From an optimization exercise on the open Yosys and OpenROAD flow, aimed at small area, a short achievable clock period and few clock cycles per item; shortcuts taken in it are not production practice.
Function was checked by simulation only, so behaviour that the tests miss may differ from the original.
Power figures rest on the tool's default switching activity, not on a simulated workload.

==> flow/design.v (outline; a module is shown in full before it is edited, if it fits) <==
// module hrdc_aoi222: 8 lines
// module hrdc_nand2: 3 lines
// module hrdc_nand4: 3 lines
// module hrdc_nand3: 3 lines
// module hrdc_rd_out: 5 lines
// module hrdc_a31oi: 3 lines
// module hrdc_and4: 3 lines
// module hrdc_and3: 3 lines
// module hrdc_nor2: 3 lines
// module hrdc_curve_dec: 19 lines
// module hrdc_curve_bit: 131 lines
// module hrdc_curve_rd: 21 lines
// module hrdc_hold8: 8 lines
// module hrdc_hue_lut: 268 lines
// module hsv_to_rgb_dim_curve_unit: 481 lines
module hsv_to_rgb_dim_curve_unit (
    input  wire logic             clk,
    input  wire logic             rst_n,
    input  wire logic             in_valid,
    output logic                  in_ready,
    input  wire logic             operation,
    input  wire hrdc_pkg::level_t hue,
    input  wire hrdc_pkg::level_t saturation,
    input  wire hrdc_pkg::level_t brightness,
    input  wire hrdc_pkg::level_t curve_index,
    input  wire hrdc_pkg::level_t curve_value,
    output logic                  out_valid,
    input  wire logic             out_ready,
    output hrdc_pkg::level_t      red,
    output hrdc_pkg::level_t      green,
    output hrdc_pkg::level_t      blue
);
  // ...
==> flow/flow/run.sh <==
#!/bin/bash
set -euo pipefail
MARGIN=6.6
export CTS_ARGS="-sink_clustering_enable -repair_clock_nets -sink_clustering_size 22 -sink_clustering_max_diameter 100 -dont_use_dummy_load"
export BUFFER_PORTS_ARGS="-buffer_cell sky130_fd_sc_hd__buf_4"
sed "s/SETUP_SLACK_MARGIN=[0-9.]*/SETUP_SLACK_MARGIN=${MARGIN}/" standard.sh > standard_margin.sh
grep -q "SETUP_SLACK_MARGIN=${MARGIN}" standard_margin.sh
bash standard_margin.sh > flow_make.log 2>&1
==> flow/standard.sh <==
#!/bin/bash
# synth_recipe.tcl (not shown) runs the flow's synth.tcl, then flattens the netlist and writes it again
# the make line also repeats each setting of config.mk as NAME=value (left out here)
make -C /OpenROAD-flow-scripts/flow DESIGN_CONFIG=/design/flow/config.mk WORK_HOME=/design/flow/orfs CLKGATE_MAP_FILE= SYNTH_SCRIPT=/design/flow/synth_recipe.tcl "${@:-finish}"
==> flow/config.mk <==
export PLATFORM = sky130hd
export DESIGN_NAME = hsv_to_rgb_dim_curve_unit
export DESIGN_NICKNAME = hsv_to_rgb_dim_curve_unit
export VERILOG_FILES = /design/flow/design.v
export SDC_FILE = /design/flow/constraint.sdc
export NUM_CORES = 4
export LEC_CHECK = 0
export ABC_CLOCK_PERIOD_IN_PS = 3000
export CAP_MARGIN = 20
export CELL_PAD_IN_SITES_DETAIL_PLACEMENT = 1
export CELL_PAD_IN_SITES_GLOBAL_PLACEMENT = 2
export CORE_MARGIN = 2
export CORE_UTILIZATION = 32
export PLACE_DENSITY = 0.42
export SETUP_SLACK_MARGIN = 5
export SLEW_MARGIN = 20
export SYNTH_HIERARCHICAL = 1
export SYNTH_MINIMUM_KEEP_SIZE = 0
==> flow/constraint.sdc <==
create_clock -name core_clock -period 10.0 [get_ports {clk}]
set_input_delay 2.0000 -clock core_clock [delete_from_list [all_inputs] [get_ports {clk}]]
set_output_delay 2.0000 -clock core_clock [all_outputs]
set_load 0.01 [all_outputs]
==> results.txt, run 1 <==
- Status: timing/DRC/antenna clean
- Syn nets: ~7.5k
- R2R setup slack: between 6 and 7 ns
- Worst-skew pair later-pin latency: 0.88 ns
- Synth cell count leaders: 2134 x dfxtp_1, 1369 x a222oi_1, 818 x nor2_1, 399 x edfxtp_1, 368 x nand4_1
- Post-CTS sizing: 730
- Setup bufs post-CTS: 147
- Clock-pin slew on the worst setup and hold paths: ~0.090 ns
- Mean Syn Cell Area: 12.6 um2
- Hold Path Class: reg2reg
- Wire length on met1: between 150 and 200 mm
- Multi-input gate area: 37300 um2
- Bufs and invs on worst path: 3
- Dominant synthesized flop cell: dfxtp_1
- #FFs+latches synth: 2544
- Adder-cell share of the synthesized area: 3.73%
- Critical Path Start: s0_b[3]$_DFFE_PN_
- H-Tree Depth: 4
- Met3 WL: ~29 mm
- Worst setup endpoint: s1_vn[2]$_DFFE_PN_
- Vias per cell: 6.26
- Max cap viols: 0
- Max clock buf depth: 4
- CP Max Fanout: 30
- Switching power: 4.89 mW
- Dominant cell type by area after synthesis: dfxtp_1
- Die ar.: approximately 290000 um2
- Peak VDD IR: 0.116 mV
- Pre-CTS WS: between 5 and 6 ns
- CP endpoint kind: flop
- Synth Area in XOR/XNOR: roughly 1.9%
- Hold EP: ring[87]$_DFF_P_
- Sequential area share after synthesis: about three fifths
- Number of synthesized flops with an enable pin: ~400
Testbench counts, summed over its fixed seeds: cycles 24,069, items 20,961.
==> inputs of run 2 (changes only) <==
--- a/flow/config.mk
+++ b/flow/config.mk
@@ -12,4 +12,4 @@
 export CORE_MARGIN = 2
-export CORE_UTILIZATION = 32
-export PLACE_DENSITY = 0.42
+export CORE_UTILIZATION = 44
+export PLACE_DENSITY = 0.52
 export SETUP_SLACK_MARGIN = 5
==> run 2 against run 1 <==
Effect of this change:
- maximum frequency up 0.97%
- combinational power fell by 9%
- sequential power about the same
- via count grew 1.1%
- clock skew is 0.038 ns lower
- critical path type unchanged
- critical endpoint is now s1_csn[6]$_DFFE_PN_
- highest routed layer unchanged
==> results.txt, run 2 <==
- Area after DPL: 94900 um2
- Relative max-transition margin: 16.0%
- Top flop regs: ring: 2048 flops, pa: 56 flops, pd: 56 flops
- Syn-to-layout area delta: 11.5%
- Post-route minimum period: 3.49 ns
- Pwr/cell area: approximately 180 nW/um2
- Most common cell after layout, fill and taps aside: dfxtp_1
- Antenna-violating nets left: 0
- Synth cell count leaders: 2134 x dfxtp_1, 1369 x a222oi_1, 818 x nor2_1, 399 x edfxtp_1, 368 x nand4_1
- Netlist Area Pre-Place: 90900 um2
- Clock sink count: ~2.5k
- Clock-pin slew on the worst setup and hold paths: 0.09 ns (about the same)
- Critical path class: reg2reg
- Final Hold Vio Count: 0
- Most frequent cells in the layout: 2120 x dfxtp_1, 1369 x a222oi_1, 456 x nor2_1
- Static Leak: 36.0 nW
- Post-DP HPWL: around 250 mm
- Max-slew violation count: 0
- Die ar.: 210000 um2 (-27%)
- Vias: 72.0k
- Clock Skew: between 0.06 and 0.07 ns
- Post-synth top area share: 47.0%
- Num CTS Buffers: 136
- Reg with most FFs: ring
- Max reg flops: 2048
- Max cap viols: 0 (unchanged)
- Sequential area share after synthesis: 60.5% (unchanged)
- First-pass GRT wire length: between 500 and 600 mm
- Setup WS post-layout: 6.51 ns
- Largest net degree at the start of global routing: 79
- I/O pins: 71
- Max frequency: 0.287 GHz
- Final nets: 7735
- Vias in the first global route: 71.1k
- Gr usage total: 33.5%
- Fin Setup TNS: 0 ns
- Mean Syn Cell Area: 12.6 um2 (unchanged)
- Most numerous cell in the Yosys netlist: dfxtp_1
- Worst-skew pair later-pin latency: 0.84 ns (-0.04 ns)
- Peak VDD IR: 0.176 mV (+52%)
- Vias per cell: 7.08 (+13%)
- H-Tree Depth: 4 (unchanged)
- Layout cells sized above 1: 15.8%
- Num rows: 166
- Dominant synthesized flop cell: dfxtp_1
- Startpoint types: flop
- Crit path DAT: slightly above 4 ns
- WL/cell: 36.0 um
- DRT Pass-1 Iters: 14
- Tightest Pin Transition: 1.26 ns
- Die height: 459 um
- Largest cells by area after synthesis: dfxtp_1 47%, a222oi_1 15%, edfxtp_1 13%, nor2_1 3.4%, mux2_2 3.2%
- CTS tree: done
- Hold bufs inserted after CTS: 0
- Syn. warnings: 12
- Mapped Cells: 7236
- Max clock buf depth: 3 (-1)
- Antenna violations before repair: 30
- Die boundary width: about 460 um
- DRC violations left: 0
- Hold Path Class: reg2reg
- CP endpoint kind: flop
- Fillers: 20.7k
- IO Port Bufs: 70
- Post-Layout Inst Area: roughly 100000 um2
- #FFs+latches synth: 2544 (unchanged)
- Placer Congestion: 0.965
- Syn nets: 7506 (unchanged)
- Synth async-reset ratio: 0.432%
- Req. time, crit path: 10.64 ns
- Clock Root Buffer: clkbuf_16
- Dominant cell type by area after synthesis: dfxtp_1
- Core Footprint: ~200000 um2
- Total power: 18.6 mW
- Initial DRC count: 15.0k
- Grt total ovfl: 0
- Drt total wl: 366 mm
- Initial core utilization: 44.3%
- Status: timing/DRC/antenna clean
- Final setup vio count: 0
- Pre-CTS WS: 5.61 ns (+0.566 ns)
- CP Max Fanout: 30 (unchanged)
- Fin crit share: a little over a third
- Number of synthesized flops with an enable pin: 399 (unchanged)
- RSZ-0062 raised after global routing: true
- Post-synth cell types: 97
==> run 2: worst max-delay path, stage by stage, from the launching register on <==
cell      delay [ns]
edfxtp_1        0.35
buf_6           0.27
or4_4           0.46
buf_12          0.24
nor2_4          0.10
a222oi_1        0.49
nand4_1         0.32
nor2_1          0.47
and3_1          0.35
a31oi_1         0.12
nor2_1          0.12
==> run 2: cell families after synthesis <==
group | share of synthesized area (%)
AO/OA/AOI/OAI | 18.4
XOR/XNOR | 1.91
adder cells (fa/ha/maj) | 3.73
buffers and inverters | 1.54
flip-flops | 60.5
multiplexers | 3.98
AND/OR/NAND/NOR | 9.99
==> run 2: worst paths after layout <==
check	from	end	slack (ns)	cells past startpoint
worst max-delay path	s0_a[3]$_DFFE_PN_	s1_csn[6]$_DFFE_PN_	6.51	10
worst min-delay path	ring[1766]$_DFF_P_	ring[1774]$_DFF_P_	0.33	0
worst max register to register	s0_a[3]$_DFFE_PN_	s1_csn[6]$_DFFE_PN_	6.51	10
worst min register to register	ring[1766]$_DFF_P_	ring[1774]$_DFF_P_	0.33	0
max in group asynchronous	rst_n	k_cv$_DFF_PN0_	8.70	1
min in group asynchronous	rst_n	s3_valid$_DFFE_PN0P_	1.05	1
==> run 2: cell type report <==
cell class	count	area (um2)	area share [%]
clock buffer	136	3400	3.36
tap	2688	3360	3.32
multi-input combinational	4362	36200	35.7
inverter	173	666	0.657
timing repair buffer	248	2680	2.65
antenna	13	32.5	0.0321
sequential	2544	55000	54.3
==> run 2: modules after synthesis, one instance, submodules excluded, excerpt <==
module	cells	times used	area [um2]	flip-flops and latches
hrdc_hue_lut	340	1	2080	0
hrdc_nor2	1	704	3.75	0
hrdc_and3	1	16	6.26	0
hrdc_nand2	1	32	3.75	0
hrdc_and4	1	32	8.76	0
hrdc_a31oi	1	16	6.26	0
==> run 2: metrics by stage <==
stage | std cells | utilization, % | hold WS [ns]
2_1_floorplan | 7236 | - | 0.350
3_3_place_gp | 9925 | 46.3 | 0.351
3_5_place_dp | 9926 | 46.3 | 0.357
4_1_cts | 10100 | 49.0 | 0.331
5_1_grt | 10200 | 49.4 | 0.342
6_report | 10200 | 49.4 | 0.331
==> run 2: power breakdown <==
group,internal (mW),switching [mW],total [mW]
clock,2.43,3.28,5.71
sequential,10.8,0.292,11.1
combinational,0.722,1.05,1.78
==> run 2: layer usage <==
metal / share of wire [%] / track usage [%] / vias up
met5: 0.0060 / 0 / -
met4: 5.8 / 17.4 / 4
li1: - / - / 30400
met3: 8.9 / 5.43 / 783
met1: 41 / 45.8 / 36800
met2: 44 / 51.0 / 4037
==> run 2: what timing repair did <==
item | CTS | global route
endpoints found under the setup margin | 86 | 119
resized for setup | 414 | 188
pin swaps | 25 | 30
setup buffers | 70 | 14
cloned | 0 | 2

## re-timing with driven ports
No port has a modelled driver above. Below, the same layouts with a new extraction and two added sets of constraints.
Step 1 assumes that a clkbuf_16 drives the clock port and a buf_2 every other input.
Step 2 also shifts input and output timing later by t, the mid clock arrival at the registers, as if the neighbouring blocks saw the same clock.
Three values: ideal, step 1, step 2; two values: the first two.
run | shift t [ns] | setup WS [ns] | latest minus earliest clock arrival (ns) | worst data-port slew with drivers (ns)
run 1 | 0.936 | 6.476 / 6.476 / 5.899 | 0.118 / 0.119 | 0.16
run 2 | 0.893 | 6.510 / 6.510 / 5.973 | 0.073 / 0.073 | 0.04
After both steps every run listed still meets setup and hold. The setup slack of run 1, which loses most, moves by 0.000 ns with the drivers and by -0.577 ns with both steps.
